What follows belongs to an exercise in optimizing a design on an open flow for a short achievable clock period and few clock cycles; a production flow would make more cautious choices. In this exercise RTL edits were held to simulation tests only and were not proved equivalent to the original. Power figures rest on the tool's default switching activity, not on a simulated workload.

--- design/flow/run.sh ---
#!/bin/bash
# synth_recipe.tcl (not shown) runs the flow's synth.tcl, then flattens the netlist and writes it again
# the make line also repeats each setting of config.mk as NAME=value (left out here)
make -C /OpenROAD-flow-scripts/flow DESIGN_CONFIG=/design/flow/config.mk WORK_HOME=/design/flow/orfs CLKGATE_MAP_FILE= SYNTH_SCRIPT=/design/flow/synth_recipe.tcl finish
--- design/flow/config.mk ---
export PLATFORM = sky130hd
export DESIGN_NAME = m6502_top
export DESIGN_NICKNAME = m6502_top
export VERILOG_FILES = /design/flow/design.v
export SDC_FILE = /design/flow/constraint.sdc
export NUM_CORES = 8
export LEC_CHECK = 0
export CAP_MARGIN = 20
export CORE_MARGIN = 2
export CORE_UTILIZATION = 30
export PLACE_DENSITY = 0.45
export SLEW_MARGIN = 20
export SYNTH_MEMORY_MAX_BITS = 16384
--- design/flow/constraint.sdc ---
create_clock -name core_clock -period 10.0 [get_ports {raw_clk}]
set_input_delay 2.0000 -clock core_clock [delete_from_list [all_inputs] [get_ports {raw_clk}]]
set_output_delay 2.0000 -clock core_clock [all_outputs]
set_load 0.01 [all_outputs]
--- design/flow/design.v ---
`timescale 1ns/1ps
`default_nettype none
package cpu_pkg;
  typedef logic [7:0]                byte_t;
  typedef logic [15:0]               addr_t;
  typedef logic [10-1:0] ram_index_t;
  typedef logic [2:0] flags_t;
  localparam int FLAG_N = 2;
  localparam int FLAG_Z = 1;
  localparam int FLAG_C = 0;
  typedef enum logic [1:0] {
    GROUP_CTRL    = 2'b00,
    GROUP_ALU     = 2'b01,
    GROUP_X       = 2'b10,
    GROUP_ILLEGAL = 2'b11
  } op_group_e;
  typedef enum logic [2:0] {
    ALU_ORA, ALU_AND, ALU_EOR, ALU_ADC, ALU_STA, ALU_LDA, ALU_CMP, ALU_SBC
  } alu_op_e;
  typedef enum logic [2:0] {
    MODE_IMPLIED, MODE_IMMEDIATE, MODE_ZERO_PAGE, MODE_ABSOLUTE, MODE_RELATIVE
  } addr_mode_e;
  typedef enum logic [3:0] {
    ST_FETCH_OP_ISSUE, ST_FETCH_OP_CAPTURE, ST_DECODE,
    ST_FETCH_LO_ISSUE, ST_FETCH_LO_CAPTURE,
    ST_FETCH_HI_ISSUE, ST_FETCH_HI_CAPTURE,
    ST_FETCH_ARG_ISSUE, ST_FETCH_ARG_CAPTURE,
    ST_EXECUTE, ST_WRITEBACK, ST_STORE_ISSUE, ST_STORE_FINISH,
    ST_HALTED, ST_ERROR
  } core_state_e;
endpackage
`default_nettype wire
`timescale 1ns/1ps
`default_nettype none
module program_loader (
  input  wire                 raw_clk,
  input  wire                 button_reset,
  input  wire                 load_strobe,
  input  wire cpu_pkg::byte_t load_data,
  input  wire                 load_last,
  input  wire cpu_pkg::addr_t core_address,
  input  wire cpu_pkg::byte_t core_wdata,
  input  wire                 core_write,
  output cpu_pkg::ram_index_t ram_index,
  output cpu_pkg::byte_t      ram_wdata,
  output logic                ram_write,
  output logic                run
);
  cpu_pkg::ram_index_t write_ptr;
  always_ff @(posedge raw_clk)
  begin
    if (!button_reset)
    begin
      write_ptr <= cpu_pkg::ram_index_t'(16'h0200);
      run       <= 1'b0;
    end
    else if (load_strobe && !run)
    begin
      write_ptr <= write_ptr + 1'b1;
      if (load_last)
        run <= 1'b1;
    end
  end
  assign ram_index = run ? core_address[10-1:0] : write_ptr;
  assign ram_wdata = run ? core_wdata : load_data;
  assign ram_write = run ? core_write : load_strobe;
endmodule
`default_nettype wire
`timescale 1ns/1ps
`default_nettype none
module program_ram (
  input  wire                     raw_clk,
  input  wire cpu_pkg::ram_index_t ram_index,
  input  wire cpu_pkg::byte_t     ram_wdata,
  input  wire                     ram_write,
  output cpu_pkg::byte_t          mem_rdata
);
  localparam int DEPTH = 2 ** 10;
  cpu_pkg::byte_t mem [0:DEPTH-1];
  always_ff @(posedge raw_clk)
  begin
    if (ram_write)
      mem[ram_index] <= ram_wdata;
    mem_rdata <= mem[ram_index];
  end
endmodule
`default_nettype wire
`timescale 1ns/1ps
`default_nettype none
module cpu_alu (
  input  wire cpu_pkg::alu_op_e alu_op,
  input  wire cpu_pkg::byte_t   alu_a,
  input  wire cpu_pkg::byte_t   alu_b,
  input  wire                   carry_in,
  output cpu_pkg::byte_t        alu_result,
  output cpu_pkg::flags_t       alu_flags
);
  cpu_pkg::byte_t      addend;
  logic       carry_op;
  logic [8:0] sum;
  logic       carry_out;
  assign addend   = (alu_op == cpu_pkg::ALU_SBC || alu_op == cpu_pkg::ALU_CMP) ? ~alu_b : alu_b;
  assign carry_op = (alu_op == cpu_pkg::ALU_CMP) ? 1'b1 : carry_in;
  assign sum      = {1'b0, alu_a} + {1'b0, addend} + {8'h00, carry_op};
  always_comb
  begin
    alu_result = sum[7:0];
    carry_out  = carry_in;
    case (alu_op)
      cpu_pkg::ALU_ORA: alu_result = alu_a | alu_b;
      cpu_pkg::ALU_AND: alu_result = alu_a & alu_b;
      cpu_pkg::ALU_EOR: alu_result = alu_a ^ alu_b;
      cpu_pkg::ALU_STA: alu_result = alu_a;
      cpu_pkg::ALU_LDA: alu_result = alu_b;
      cpu_pkg::ALU_ADC: carry_out = sum[8];
      cpu_pkg::ALU_CMP: carry_out = sum[8];
      cpu_pkg::ALU_SBC: carry_out = sum[8];
    endcase
  end
  always_comb
  begin
    alu_flags         = '0;
    alu_flags[cpu_pkg::FLAG_N] = alu_result[7];
    alu_flags[cpu_pkg::FLAG_Z] = (alu_result == 8'h00);
    alu_flags[cpu_pkg::FLAG_C] = carry_out;
  end
endmodule
`default_nettype wire
`timescale 1ns/1ps
`default_nettype none
module cpu_core (
  input  wire                   raw_clk,
  input  wire                   button_reset,
  input  wire                   run,
  input  wire cpu_pkg::byte_t   mem_rdata,
  output cpu_pkg::addr_t        mem_address,
  output cpu_pkg::byte_t        mem_wdata,
  output logic                  mem_write,
  output cpu_pkg::alu_op_e      alu_op,
  output cpu_pkg::byte_t        alu_a,
  output cpu_pkg::byte_t        alu_b,
  output logic                  carry_in,
  input  wire cpu_pkg::byte_t   alu_result,
  input  wire cpu_pkg::flags_t  alu_flags,
  output cpu_pkg::byte_t        reg_a,
  output cpu_pkg::byte_t        reg_y,
  output cpu_pkg::addr_t        pc,
  output logic                  halted
);
  cpu_pkg::core_state_e state;
  cpu_pkg::addr_mode_e  addr_mode;
  cpu_pkg::addr_mode_e  dec_mode;
  cpu_pkg::op_group_e   op_group;
  cpu_pkg::byte_t       opcode;
  cpu_pkg::byte_t       operand;
  cpu_pkg::byte_t       result;
  cpu_pkg::byte_t       reg_x;
  cpu_pkg::byte_t       xfer_value;
  cpu_pkg::byte_t       store_value;
  cpu_pkg::addr_t       ea;
  cpu_pkg::flags_t      flags;
  cpu_pkg::flags_t      result_flags;
  logic [2:0]  operation;
  logic [2:0]  mode_field;
  logic        dec_legal;
  logic        is_store;
  logic        is_jmp;
  logic        branch_taken;
  logic        operand_at_pc;
  assign op_group   = cpu_pkg::op_group_e'(opcode[1:0]);
  assign operation  = opcode[7:5];
  assign mode_field = opcode[4:2];
  assign is_store      = (operation == 3'b100) &&
                         (addr_mode == cpu_pkg::MODE_ZERO_PAGE || addr_mode == cpu_pkg::MODE_ABSOLUTE);
  assign is_jmp        = (op_group == cpu_pkg::GROUP_CTRL) && (operation == 3'b010);
  assign operand_at_pc = (addr_mode == cpu_pkg::MODE_IMMEDIATE) || (addr_mode == cpu_pkg::MODE_RELATIVE);
  assign alu_op   = (op_group == cpu_pkg::GROUP_ALU) ? cpu_pkg::alu_op_e'(operation) : cpu_pkg::ALU_LDA;
  assign alu_a    = reg_a;
  assign alu_b    = operand;
  assign carry_in = flags[cpu_pkg::FLAG_C];
  assign mem_address = (state == cpu_pkg::ST_STORE_ISSUE ||
                        (state == cpu_pkg::ST_FETCH_ARG_ISSUE && !operand_at_pc)) ? ea : pc;
  assign mem_wdata   = result;
  assign mem_write   = (state == cpu_pkg::ST_STORE_ISSUE);
  assign halted      = (state == cpu_pkg::ST_HALTED) || (state == cpu_pkg::ST_ERROR);
  always_comb
  begin
    case (mode_field)
      3'b001:  dec_mode = cpu_pkg::MODE_ZERO_PAGE;
      3'b011:  dec_mode = cpu_pkg::MODE_ABSOLUTE;
      3'b100:  dec_mode = cpu_pkg::MODE_RELATIVE;
      3'b000:  dec_mode = (opcode == 8'h00) ? cpu_pkg::MODE_IMPLIED : cpu_pkg::MODE_IMMEDIATE;
      3'b010:  dec_mode = (op_group == cpu_pkg::GROUP_ALU) ? cpu_pkg::MODE_IMMEDIATE : cpu_pkg::MODE_IMPLIED;
      default: dec_mode = cpu_pkg::MODE_IMPLIED;
    endcase
    dec_legal = 1'b0;
    case (op_group)
      cpu_pkg::GROUP_CTRL:
        case (mode_field)
          3'b000:  dec_legal = (operation == 3'b000) || (operation == 3'b101);
          3'b001:  dec_legal = (operation[2:1] == 2'b10);
          3'b011:  dec_legal = (operation[2:1] == 2'b10) || (operation == 3'b010);
          3'b100:  dec_legal = (operation[2:1] != 2'b01);
          3'b010:  dec_legal = operation[2];
          3'b110:  dec_legal = (operation == 3'b100);
          default: dec_legal = 1'b0;
        endcase
      cpu_pkg::GROUP_ALU:
        dec_legal = (mode_field == 3'b001) || (mode_field == 3'b011) ||
                    (mode_field == 3'b010 && operation != 3'b100);
      cpu_pkg::GROUP_X:
        case (mode_field)
          3'b000:         dec_legal = (operation == 3'b101);
          3'b001, 3'b011: dec_legal = (operation[2:1] == 2'b10);
          3'b010:         dec_legal = operation[2] && (operation != 3'b111);
          default:        dec_legal = 1'b0;
        endcase
      cpu_pkg::GROUP_ILLEGAL:
        dec_legal = 1'b0;
    endcase
  end
  always_comb
  begin
    case (opcode)
      8'h88:   xfer_value = reg_y - 8'd1;
      8'hc8:   xfer_value = reg_y + 8'd1;
      8'he8:   xfer_value = reg_x + 8'd1;
      8'hca:   xfer_value = reg_x - 8'd1;
      8'h8a:   xfer_value = reg_x;
      8'h98:   xfer_value = reg_y;
      default: xfer_value = reg_a;
    endcase
    case (op_group)
      cpu_pkg::GROUP_CTRL: store_value = reg_y;
      cpu_pkg::GROUP_X:    store_value = reg_x;
      default:    store_value = reg_a;
    endcase
    case (operation)
      3'b000:  branch_taken = !flags[cpu_pkg::FLAG_N];
      3'b001:  branch_taken = flags[cpu_pkg::FLAG_N];
      3'b100:  branch_taken = !flags[cpu_pkg::FLAG_C];
      3'b101:  branch_taken = flags[cpu_pkg::FLAG_C];
      3'b110:  branch_taken = !flags[cpu_pkg::FLAG_Z];
      default: branch_taken = flags[cpu_pkg::FLAG_Z];
    endcase
  end
  always_ff @(posedge raw_clk)
  begin
    if (!button_reset)
    begin
      state     <= cpu_pkg::ST_FETCH_OP_ISSUE;
      addr_mode <= cpu_pkg::MODE_IMPLIED;
      reg_a     <= '0;
      reg_x     <= '0;
      reg_y     <= '0;
      flags     <= '0;
      pc        <= 16'h0200;
    end
    else
    begin
      case (state)
        cpu_pkg::ST_FETCH_OP_ISSUE:
          if (run)
            state <= cpu_pkg::ST_FETCH_OP_CAPTURE;
        cpu_pkg::ST_FETCH_OP_CAPTURE:
        begin
          opcode <= mem_rdata;
          pc     <= pc + 16'd1;
          state  <= cpu_pkg::ST_DECODE;
        end
        cpu_pkg::ST_DECODE:
        begin
          addr_mode <= dec_mode;
          if (!dec_legal)
            state <= cpu_pkg::ST_ERROR;
          else if (opcode == 8'h00)
            state <= cpu_pkg::ST_HALTED;
          else if (dec_mode == cpu_pkg::MODE_IMPLIED)
            state <= cpu_pkg::ST_EXECUTE;
          else if (dec_mode == cpu_pkg::MODE_IMMEDIATE || dec_mode == cpu_pkg::MODE_RELATIVE)
            state <= cpu_pkg::ST_FETCH_ARG_ISSUE;
          else
            state <= cpu_pkg::ST_FETCH_LO_ISSUE;
        end
        cpu_pkg::ST_FETCH_LO_ISSUE:
          state <= cpu_pkg::ST_FETCH_LO_CAPTURE;
        cpu_pkg::ST_FETCH_LO_CAPTURE:
        begin
          ea <= {8'h00, mem_rdata};
          pc <= pc + 16'd1;
          if (addr_mode == cpu_pkg::MODE_ABSOLUTE)
            state <= cpu_pkg::ST_FETCH_HI_ISSUE;
          else if (is_store)
            state <= cpu_pkg::ST_EXECUTE;
          else
            state <= cpu_pkg::ST_FETCH_ARG_ISSUE;
        end
        cpu_pkg::ST_FETCH_HI_ISSUE:
          state <= cpu_pkg::ST_FETCH_HI_CAPTURE;
        cpu_pkg::ST_FETCH_HI_CAPTURE:
        begin
          ea[15:8] <= mem_rdata;
          pc       <= pc + 16'd1;
          state    <= (is_store || is_jmp) ? cpu_pkg::ST_EXECUTE : cpu_pkg::ST_FETCH_ARG_ISSUE;
        end
        cpu_pkg::ST_FETCH_ARG_ISSUE:
          state <= cpu_pkg::ST_FETCH_ARG_CAPTURE;
        cpu_pkg::ST_FETCH_ARG_CAPTURE:
        begin
          operand <= mem_rdata;
          if (operand_at_pc)
            pc <= pc + 16'd1;
          state <= cpu_pkg::ST_EXECUTE;
        end
        cpu_pkg::ST_EXECUTE:
        begin
          result       <= is_store ? store_value : alu_result;
          result_flags <= alu_flags;
          state        <= cpu_pkg::ST_FETCH_OP_ISSUE;
          if (is_store)
            state <= cpu_pkg::ST_STORE_ISSUE;
          else if (addr_mode == cpu_pkg::MODE_IMPLIED)
          begin
            flags[cpu_pkg::FLAG_N] <= xfer_value[7];
            flags[cpu_pkg::FLAG_Z] <= (xfer_value == 8'h00);
            case (opcode)
              8'h88, 8'ha8, 8'hc8: reg_y <= xfer_value;
              8'haa, 8'hca, 8'he8: reg_x <= xfer_value;
              default:             reg_a <= xfer_value;
            endcase
          end
          else if (addr_mode == cpu_pkg::MODE_RELATIVE)
          begin
            if (branch_taken)
              pc <= pc + {{8{operand[7]}}, operand};
          end
          else if (is_jmp)
            pc <= ea;
          else
            state <= cpu_pkg::ST_WRITEBACK;
        end
        cpu_pkg::ST_WRITEBACK:
        begin
          flags <= result_flags;
          case (op_group)
            cpu_pkg::GROUP_CTRL: reg_y <= result;
            cpu_pkg::GROUP_X:    reg_x <= result;
            default:
              if (alu_op != cpu_pkg::ALU_CMP)
                reg_a <= result;
          endcase
          state <= cpu_pkg::ST_FETCH_OP_ISSUE;
        end
        cpu_pkg::ST_STORE_ISSUE:
          state <= cpu_pkg::ST_STORE_FINISH;
        cpu_pkg::ST_STORE_FINISH:
          state <= cpu_pkg::ST_FETCH_OP_ISSUE;
        cpu_pkg::ST_HALTED:
          state <= cpu_pkg::ST_HALTED;
        default:
          state <= cpu_pkg::ST_ERROR;
      endcase
    end
  end
endmodule
`default_nettype wire
`timescale 1ns/1ps
`default_nettype none
module led_scanner (
  input  wire                 raw_clk,
  input  wire                 button_reset,
  input  wire cpu_pkg::byte_t reg_a,
  input  wire cpu_pkg::byte_t reg_y,
  input  wire cpu_pkg::addr_t pc,
  output cpu_pkg::byte_t      leds,
  output logic [3:0]          column
);
  logic [6-1:0] scan_count;
  logic [2:0]            slot;
  logic [3:0]            column_code;
  cpu_pkg::byte_t                 shown;
  assign slot = scan_count[6-1 -: 3];
  always_comb
  begin
    case (slot[2:1])
      2'b00:   {column_code, shown} = {4'b0111, reg_a};
      2'b01:   {column_code, shown} = {4'b1011, reg_y};
      2'b10:   {column_code, shown} = {4'b1101, pc[7:0]};
      default: {column_code, shown} = {4'b1110, pc[15:8]};
    endcase
  end
  always_ff @(posedge raw_clk)
  begin
    if (!button_reset)
    begin
      scan_count <= '0;
      column     <= 4'b1111;
      leds       <= 8'hff;
    end
    else
    begin
      scan_count <= scan_count + 1'b1;
      column     <= slot[0] ? 4'b1111 : column_code;
      leds       <= slot[0] ? 8'hff : ~shown;
    end
  end
endmodule
`default_nettype wire
`timescale 1ns/1ps
`default_nettype none
module m6502_top (
  input  wire                 raw_clk,
  input  wire                 button_reset,
  input  wire                 load_strobe,
  input  wire cpu_pkg::byte_t load_data,
  input  wire                 load_last,
  output cpu_pkg::byte_t      leds,
  output logic [3:0]          column,
  output logic                halted
);
  cpu_pkg::addr_t      core_address;
  cpu_pkg::byte_t      core_wdata;
  logic       core_write;
  cpu_pkg::byte_t      mem_rdata;
  logic       run;
  cpu_pkg::ram_index_t ram_index;
  cpu_pkg::byte_t      ram_wdata;
  logic       ram_write;
  cpu_pkg::alu_op_e    alu_op;
  cpu_pkg::byte_t      alu_a;
  cpu_pkg::byte_t      alu_b;
  logic       carry_in;
  cpu_pkg::byte_t      alu_result;
  cpu_pkg::flags_t     alu_flags;
  cpu_pkg::byte_t      reg_a;
  cpu_pkg::byte_t      reg_y;
  cpu_pkg::addr_t      pc;
  program_loader u_loader (
    .raw_clk      (raw_clk),
    .button_reset (button_reset),
    .load_strobe  (load_strobe),
    .load_data    (load_data),
    .load_last    (load_last),
    .core_address (core_address),
    .core_wdata   (core_wdata),
    .core_write   (core_write),
    .ram_index    (ram_index),
    .ram_wdata    (ram_wdata),
    .ram_write    (ram_write),
    .run          (run)
  );
  program_ram u_ram (
    .raw_clk   (raw_clk),
    .ram_index (ram_index),
    .ram_wdata (ram_wdata),
    .ram_write (ram_write),
    .mem_rdata (mem_rdata)
  );
  cpu_core u_core (
    .raw_clk      (raw_clk),
    .button_reset (button_reset),
    .run          (run),
    .mem_rdata    (mem_rdata),
    .mem_address  (core_address),
    .mem_wdata    (core_wdata),
    .mem_write    (core_write),
    .alu_op       (alu_op),
    .alu_a        (alu_a),
    .alu_b        (alu_b),
    .carry_in     (carry_in),
    .alu_result   (alu_result),
    .alu_flags    (alu_flags),
    .reg_a        (reg_a),
    .reg_y        (reg_y),
    .pc           (pc),
    .halted       (halted)
  );
  cpu_alu u_alu (
    .alu_op     (alu_op),
    .alu_a      (alu_a),
    .alu_b      (alu_b),
    .carry_in   (carry_in),
    .alu_result (alu_result),
    .alu_flags  (alu_flags)
  );
  led_scanner u_scanner (
    .raw_clk      (raw_clk),
    .button_reset (button_reset),
    .reg_a        (reg_a),
    .reg_y        (reg_y),
    .pc           (pc),
    .leds         (leds),
    .column       (column)
  );
endmodule
`default_nettype wire
==> results.sh <==
export IMPL_synthesis_instances=16800
export IMPL_synthSimpleGateAreaFrac=0.04195
export IMPL_die_h_um=1043
export IMPL_clkSlewWorstSetupHoldPaths_ns=0.06
export IMPL_post_cts_setup_buffers=0
export IMPL_critPathSlowestCell="and3_4"
export IMPL_grt_pass1_vias=171900
export IMPL_hold_class="flop to flop"
export IMPL_synthToLayoutAreaGrowth_pct=15.14
export IMPL_path_delay_family="simple AND/OR/NAND/NOR gates"
export IMPL_critPathArrivalTime_ns=9.52
export IMPL_holdWs_ns=0.4766
export IMPL_cts_sinks=8322
export IMPL_synth_avg_cell_area_um2=19.26
export IMPL_period_needed_ns=8.479
export IMPL_worstMarginPinSlew_ns=1.275
export IMPL_yosys_warnings=5
export IMPL_synth_top_area_frac=0.7642
export IMPL_fin_skew_ns=0.1151
export IMPL_yosysUniqueCellTypes=82
export IMPL_drt_pass1_iterations=6
export IMPL_endpoint_kind="flop"
export IMPL_leakagePower_uw=0.1133
export IMPL_post_synth_fa_ha_maj_area_fraction=0.002397
export IMPL_synth_top_family_by_area="multiplexers"
export IMPL_synth_nets=16870
export IMPL_synth_xor_area_frac=0.001489
export IMPL_numCtsBuffers=914
export IMPL_drt_wl_total_um=1176000
export IMPL_yosysSeqAreaShare=0.7696
export IMPL_ios=25
export IMPL_wl_per_cell_um=36.24
export IMPL_critical_path_max_fanout=42
export IMPL_fin_ws_ns=1.521
export IMPL_grt_pass1_wl_um=1577000
export IMPL_vdd_drop_max_mv=0.1802
export IMPL_cts_resized=0
export IMPL_hold_viol=0
export IMPL_grt_max_degree=168
export IMPL_synth_area_top_cells="edfxtp_1 (76%), mux4_2 (11%), mux2i_1 (1.8%), nand2_1 (1.4%), a22oi_1 (1.3%)"
export IMPL_dp_slack_ns=1.591
export IMPL_dp_hpwl_um=727700
export IMPL_dieArea_mm2=1.087
export IMPL_grt_overflow_total=0
export IMPL_p_per_area_mw_per_mm2=210.7
export IMPL_finalSetupTns_ns=0
export IMPL_fmax_mhz=117.9
export IMPL_drc=0
export IMPL_insertion_delay_ns=1.17
export IMPL_path_class="flop to flop"
export IMPL_io_buffers=24
export IMPL_cts_root_buffer="clkbuf_16"
export IMPL_row_count=381
export IMPL_vias_per_cell=5.442
export IMPL_synth_main_ff_cell="edfxtp_1"
export IMPL_grt_setup_unrepaired="no"
export IMPL_path_cells="nand4b_1 -> nand3_1 -> o41a_2 -> buf_4 -> and3_4 -> buf_12 -> buf_12 -> mux4_2 -> a22oi_1 -> nand3_1 -> nor2_1 -> nor4_1 -> nor4_1 -> buf_4 -> nand4_1 -> or4_1"
export IMPL_die_x_um=1043
export IMPL_critical_path_max_stage_delay_ns=0.98
export IMPL_start_util=0.3008
export IMPL_synth_mux_area_frac=0.1267
export IMPL_vias=176600
export IMPL_place_gp_congestion=0.8265
export IMPL_synth_largest_area_cell="edfxtp_1"
export IMPL_cts_hold_buf=0
export IMPL_relSlewSlack=0.1475
export IMPL_setup_violations=0
export IMPL_cp_start_kind="flop"
export IMPL_critical_path_required_ns=11.04
export IMPL_ys_ff_latch=8322
export IMPL_min_period_over_period=0.8479
export IMPL_drive_gt1_frac=0.2023
export IMPL_reg2reg_slack_ns=1.52
export IMPL_drv_slew=0
export IMPL_synth_compound_area_frac=0.04058
export IMPL_maxCapViolCount=0
export IMPL_grtUsageTotal=0.2101
export IMPL_outcome="finished clean"
export IMPL_antenna_found_initial=130
export IMPL_fin_nets=17390
export IMPL_async_flop_share=0
export IMPL_ant_nets=0
export IMPL_drt_iter0_drc=25790
export IMPL_cts_tree="done"
export IMPL_netlist_area_mm2=0.3236
export IMPL_cts_htree_levels=6
export IMPL_cts_path_max_buffers=5
export IMPL_cp_num_buf_inv=4
export IMPL_core_mm2=1.076
export IMPL_synth_edf_count=8235
kinds of logic after synthesis:
| group | after synthesis |
|---|---|
| xor gates and xnor gates | 55 |
| buffers and inverters | 1142 |
| adders and majority gates | 59 |
| and+or+nand+nor | 3169 |
| AOI/OAI and AO/OA | 1903 |
| DFF | 8322 |
| muxes | 2152 |
metrics by stage:
step / instance area, um2 / instances / power, uW / util
final: 372600 / 32450 / 78490 / 0.3463
after global placement: 343800 / 30750 / 46590 / 0.3195
after global routing: 372500 / 32410 / 80450 / 0.3462
after CTS: 372400 / 32400 / 78970 / 0.3461
after detailed placement: 344300 / 30770 / 46640 / 0.3200
after floorplan: 323600 / 16800 / 43660 / -
cell usage in the layout, fill, tap and decap left out, types with 110 or more instances in the layout:
cell	Yosys	final
buf_12	2	113
o22ai_1	277	276
a22oi_1	573	573
mux4_2	1553	1553
nor2_1	1130	1081
clkinv_2	0	151
clkbuf_16	0	921
mux2i_1	586	586
edfxtp_1	8235	8235
a31oi_1	190	154
clkinv_1	0	256
a22o_1	110	110
a21oi_1	317	311
nand3_1	425	415
clkbuf_1	536	185
buf_4	77	541
nand2_1	1164	1111
final timing paths:
kind / from / end / depth (start not counted)
min reg2reg: u_scanner.scan_count[0] / u_scanner.scan_count[0] / 1
min: u_scanner.scan_count[0] / u_scanner.scan_count[0] / 1
max: u_core.state[1] / u_ram.mem_rdata[5] / 16
max reg2reg: u_core.state[1] / u_ram.mem_rdata[5] / 16
layer usage:
metal	vias up	part of all wire	track usage
met5	-	0.00013	0
met4	22	0.033	0.06641
met3	1507	0.085	0.03981
met2	8530	0.45	0.3223
met1	96640	0.43	0.3027
li1	69880	-	-
layout make-up:
class                      instances  area (um2)
sequential                      8322      249000
fill                          100900      703300
multi-input combinational       7338       70360
clock buffer                    1107       23760
inverter                          57       214.0
antenna                           44       110.1
timing repair buffer             690        6783
clock inverter                   529        4374
tap                            14360       17970
registers in the layout, summed over array words and instances, names as in the netlist:
register and flops:
u_ram.mem 8192, u_loader.run 1, u_scanner.leds 8, u_scanner.column 4, u_core.result_flags 3, u_core.state 4, u_core.addr_mode 3, u_core.operand 8
u_core.result 8, u_ram.mem_rdata 8, u_core.ea 16, u_loader.write_ptr 10, u_core.reg_y 8, u_scanner.scan_count 6, u_core.pc 16, u_core.reg_x 8
u_core.opcode 8, u_core.reg_a 8, u_core.flags 3
synthesized netlist by cell type, types with 113 or more instances:
library cell	n
a21oi_1	317
a22oi_1	573
a31oi_1	190
buf_1	123
buf_2	259
clkbuf_1	536
edfxtp_1	8235
mux2i_1	586
mux4_2	1553
nand2_1	1164
nand3_1	425
nor2_1	1130
o21ai_0	113
o22ai_1	277
power breakdown:
part           leakage, uW  internal [uW]  switching (uW)
logic               0.0248           2350            4830
registers           0.0747          38600            91.6
clock network       0.0137          18600           14000
Testbench counts, summed over its fixed seeds: cycles 237,626.

[separate check: timing with driven ports]
How much do the figures lean on ideal ports? The routed layout below was timed once more, with nothing changed but the port constraints.
Step 1 sets driving cells, clkbuf_16 on the clock port and buf_2 on the other inputs (assumed; they add their load-dependent delay and slew).
Step 2 adds t to the input delays and takes it off the output delays; t is the mean of the earliest and latest rising clock arrival at the registers after step 1. Input paths then give back, and output paths get back, about the clock's delay inside the block.
Slacks: no drivers / after step 1 / after step 2; pairs: no drivers / after step 1.
t, ns: 1.274
setup WS [ns]: 1.521 / 1.521 / 1.521
hold slack, ns: 0.477 / 0.477 / 0.477
After both steps this run still meets setup and hold. For this run, drivers alone change the setup slack by 0.000 ns; drivers and shift together by 0.000 ns.
